This design comes from an exercise in tuning for small area, a short achievable clock period and few clock cycles per item on the open sky130 flow, not from production work.
Only simulation tests tie the RTL to the original design; equivalence was not proved.
No activity file was given, so power comes from the tool's default toggle rates.

Design at_response_line_parser_unit, start of the top module:
module at_response_line_parser_unit (
	input  logic         clk,
	input  logic         arst_n,
	input  logic         in_valid,
	input  logic [7:0]   in_data,
	output logic         in_ready,
	output logic         out_valid,
	input  logic         out_ready,
	output logic [1:0]   out_kind,
	output logic [7:0]   out_byte,
	output logic         out_line_ok,
	output logic [15:0]  out_bad_line_count,
	output logic         out_last
);
	logic       adv;
	logic       emit;
	logic [1:0] r_kind;
	logic [7:0] r_byte;
	logic       r_ok;
	logic       r_last;
	logic       rej;
	atrlp_core u_core (
		.clk      (clk),
		.arst_n   (arst_n),
		.in_valid (in_valid),
		.in_data  (in_data),
		.in_ready (in_ready),
		.adv      (adv),
		.emit     (emit),
		.r_kind   (r_kind),
		.r_byte   (r_byte),
		.r_ok     (r_ok),
		.r_last   (r_last),
		.rej      (rej)
	);
	atrlp_outq u_outq (
		.clk                (clk),
		.arst_n             (arst_n),
		.emit               (emit),
		.r_kind             (r_kind),
		.r_byte             (r_byte),
		.r_ok               (r_ok),
		.r_last             (r_last),
		.rej                (rej),
		.adv                (adv),
		.out_valid          (out_valid),
		.out_ready          (out_ready),
		.out_kind           (out_kind),
		.out_byte           (out_byte),
		.out_line_ok        (out_line_ok),
		.out_bad_line_count (out_bad_line_count),
		.out_last           (out_last)
	);
endmodule
==> module atrlp_outq, before the edit <==
module atrlp_outq (
	input  logic        clk,
	input  logic        arst_n,
	input  logic        emit,      
	input  logic [1:0]  r_kind,
	input  logic [7:0]  r_byte,
	input  logic        r_ok,
	input  logic        r_last,
	input  logic        rej,       
	output logic        adv,       
	output logic        out_valid,
	input  logic        out_ready,
	output logic [1:0]  out_kind,
	output logic [7:0]  out_byte,
	output logic        out_line_ok,
	output logic [15:0] out_bad_line_count,
	output logic        out_last
);
	logic        valid_q;
	logic [1:0]  kind_q;
	logic [7:0]  byte_q;
	logic        ok_q;
	logic        last_q;
	logic [15:0] cnt_q, cnt_inc;
	assign adv = !valid_q || out_ready;
	assign out_valid          = valid_q;
	assign out_kind           = kind_q;
	assign out_byte           = byte_q;
	assign out_line_ok        = ok_q;
	assign out_last           = last_q;
	assign out_bad_line_count = cnt_q;
	always_ff @(posedge clk or negedge arst_n) begin
		if (!arst_n)
			valid_q <= 1'b0;
		else if (adv)
			valid_q <= emit;
	end
	always_ff @(posedge clk) begin
		if (adv && emit) begin
			kind_q <= r_kind;
			byte_q <= r_byte;
			ok_q   <= r_ok;
			last_q <= r_last;
		end
	end
	logic [16:0] ones;    
	logic        step;
	atrlp_cntones u_ones (
		.cnt_q (cnt_q),
		.ones  (ones)
	);
	assign step = adv && rej && !ones[16];
	always_ff @(posedge clk or negedge arst_n) begin
		if (!arst_n)
			cnt_q <= '0;
		else
			cnt_q <= cnt_inc;
	end
	for (genvar i = 0; i < 16; i++) begin : g_bit
		atrlp_cntbit u_bit (
			.step (step),
			.ones (ones[i]),
			.q    (cnt_q[i]),
			.d    (cnt_inc[i])
		);
	end
endmodule
==> module atrlp_cntones, before the edit <==
module atrlp_cntones (
	input  logic [15:0] cnt_q,
	output logic [16:0] ones
);
	always_comb begin
		ones[0] = 1'b1;
		for (int i = 0; i < 16; i++)
			ones[i + 1] = ones[i] && cnt_q[i];
	end
endmodule
==> module atrlp_cntbit, before the edit <==
module atrlp_cntbit (
	input  logic step,
	input  logic ones,
	input  logic q,
	output logic d
);
	assign d = q ^ (step && ones);
endmodule
Settings: LEC_CHECK=0, CAP_MARGIN=20, CORE_MARGIN=2, CORE_UTILIZATION=40, GPL_ROUTABILITY_DRIVEN=1, PLACE_DENSITY=0.6, SLEW_MARGIN=20, SYNTH_HIERARCHICAL=1, SYNTH_MINIMUM_KEEP_SIZE=0; clock period 14.0 ns.
standard.sh (not shown) runs the stock make flow with config.mk's settings and CLKGATE_MAP_FILE= SYNTH_SCRIPT=/design/flow/synth_recipe.tcl, a recipe that flattens the netlist after the stock synthesis.
==> flow/flow/run.sh <==
#!/bin/bash
# The standard layout, with plain buffers on the ports instead of the resizer's pick.
set -euo pipefail
export BUFFER_PORTS_ARGS="-buffer_cell sky130_fd_sc_hd__buf_1"
bash standard.sh finish > standard_finish.log 2>&1
The starting point ran to the end with no violations.
Testbench counts at the start, summed over its fixed seeds: cycles 71,637, bytes 57,729.
Change:
--- a/flow/design.v
+++ b/flow/design.v
@@ -394,12 +394,13 @@
 );
 	logic        valid_q;
 	logic [1:0]  kind_q;
 	logic [7:0]  byte_q;
 	logic        ok_q;
 	logic        last_q;
+	logic        inc;
 	logic [15:0] cnt_q, cnt_inc;
 	assign adv = !valid_q || out_ready;
 	assign out_valid          = valid_q;
 	assign out_kind           = kind_q;
 	assign out_byte           = byte_q;
 	assign out_line_ok        = ok_q;
@@ -416,51 +417,36 @@
 			kind_q <= r_kind;
 			byte_q <= r_byte;
 			ok_q   <= r_ok;
 			last_q <= r_last;
 		end
 	end
-	logic [16:0] ones;    
-	logic        step;
-	atrlp_cntones u_ones (
-		.cnt_q (cnt_q),
-		.ones  (ones)
+	atrlp_cntinc u_inc (
+		.rej     (rej),
+		.cnt_q   (cnt_q),
+		.inc     (inc),
+		.cnt_inc (cnt_inc)
+	);
+	atrlp_streg #(.W(16)) u_cnt (
+		.clk    (clk),
+		.arst_n (arst_n),
+		.adv    (adv),
+		.pre    (inc),
+		.d      (cnt_inc),
+		.q      (cnt_q)
 	);
-	assign step = adv && rej && !ones[16];
-	always_ff @(posedge clk or negedge arst_n) begin
-		if (!arst_n)
-			cnt_q <= '0;
-		else
-			cnt_q <= cnt_inc;
-	end
-	for (genvar i = 0; i < 16; i++) begin : g_bit
-		atrlp_cntbit u_bit (
-			.step (step),
-			.ones (ones[i]),
-			.q    (cnt_q[i]),
-			.d    (cnt_inc[i])
-		);
-	end
 endmodule
-module atrlp_cntones (
+module atrlp_cntinc (
+	input  logic        rej,
 	input  logic [15:0] cnt_q,
-	output logic [16:0] ones
-);
-	always_comb begin
-		ones[0] = 1'b1;
-		for (int i = 0; i < 16; i++)
-			ones[i + 1] = ones[i] && cnt_q[i];
-	end
-endmodule
-module atrlp_cntbit (
-	input  logic step,
-	input  logic ones,
-	input  logic q,
-	output logic d
+	output logic        inc,
+	output logic [15:0] cnt_inc
 );
-	assign d = q ^ (step && ones);
+	logic carry;
+	assign {carry, cnt_inc} = {1'b0, cnt_q} + 17'd1;
+	assign inc = rej && !carry;
 endmodule
 module at_response_line_parser_unit (
 	input  logic         clk,
 	input  logic         arst_n,
 	input  logic         in_valid,
 	input  logic [7:0]   in_data,
Effect: Sequential power is about the same; routed wire length increases by 3.0%; setup slack improved by 0.036 ns; critical path depth drops by 7; hold slack hardly moves.
Testbench counts after the change, summed over its fixed seeds: cycles 71,637, bytes 57,729.

[static timing again, ports no longer ideal]
The results above use ideal ports. As a check the final layouts listed here were re-extracted and re-timed, cells and wires unchanged.
Step 1 assumes that a clkbuf_16 drives the clock port and a buf_2 every other input.
Step 2 times the ports against the registers' clock, not the clock port: input delays grow and output delays shrink by t, the midpoint of the rising clock arrivals with the driver on.
Three values: ideal ports, drivers, drivers and shift; two values: the first two.
| run | t (ns) | slack for setup (ns) | hold slack, ns | worst setup path at the end | latest minus earliest clock arrival (ns) |
|---|---|---|---|---|---|
| the first run | 0.378 | 10.120 / 10.120 / 9.994 | 0.467 / 0.467 / 0.467 | input to register | 0.012 / 0.012 |
| the second run | 0.377 | 10.156 / 10.118 / 10.050 | 0.469 / 0.469 / 0.469 | input to register | 0.010 / 0.010 |
After both steps every run listed still meets setup and hold. For the first run, which loses most, drivers alone change the setup slack by 0.000 ns; drivers and shift together by -0.126 ns.
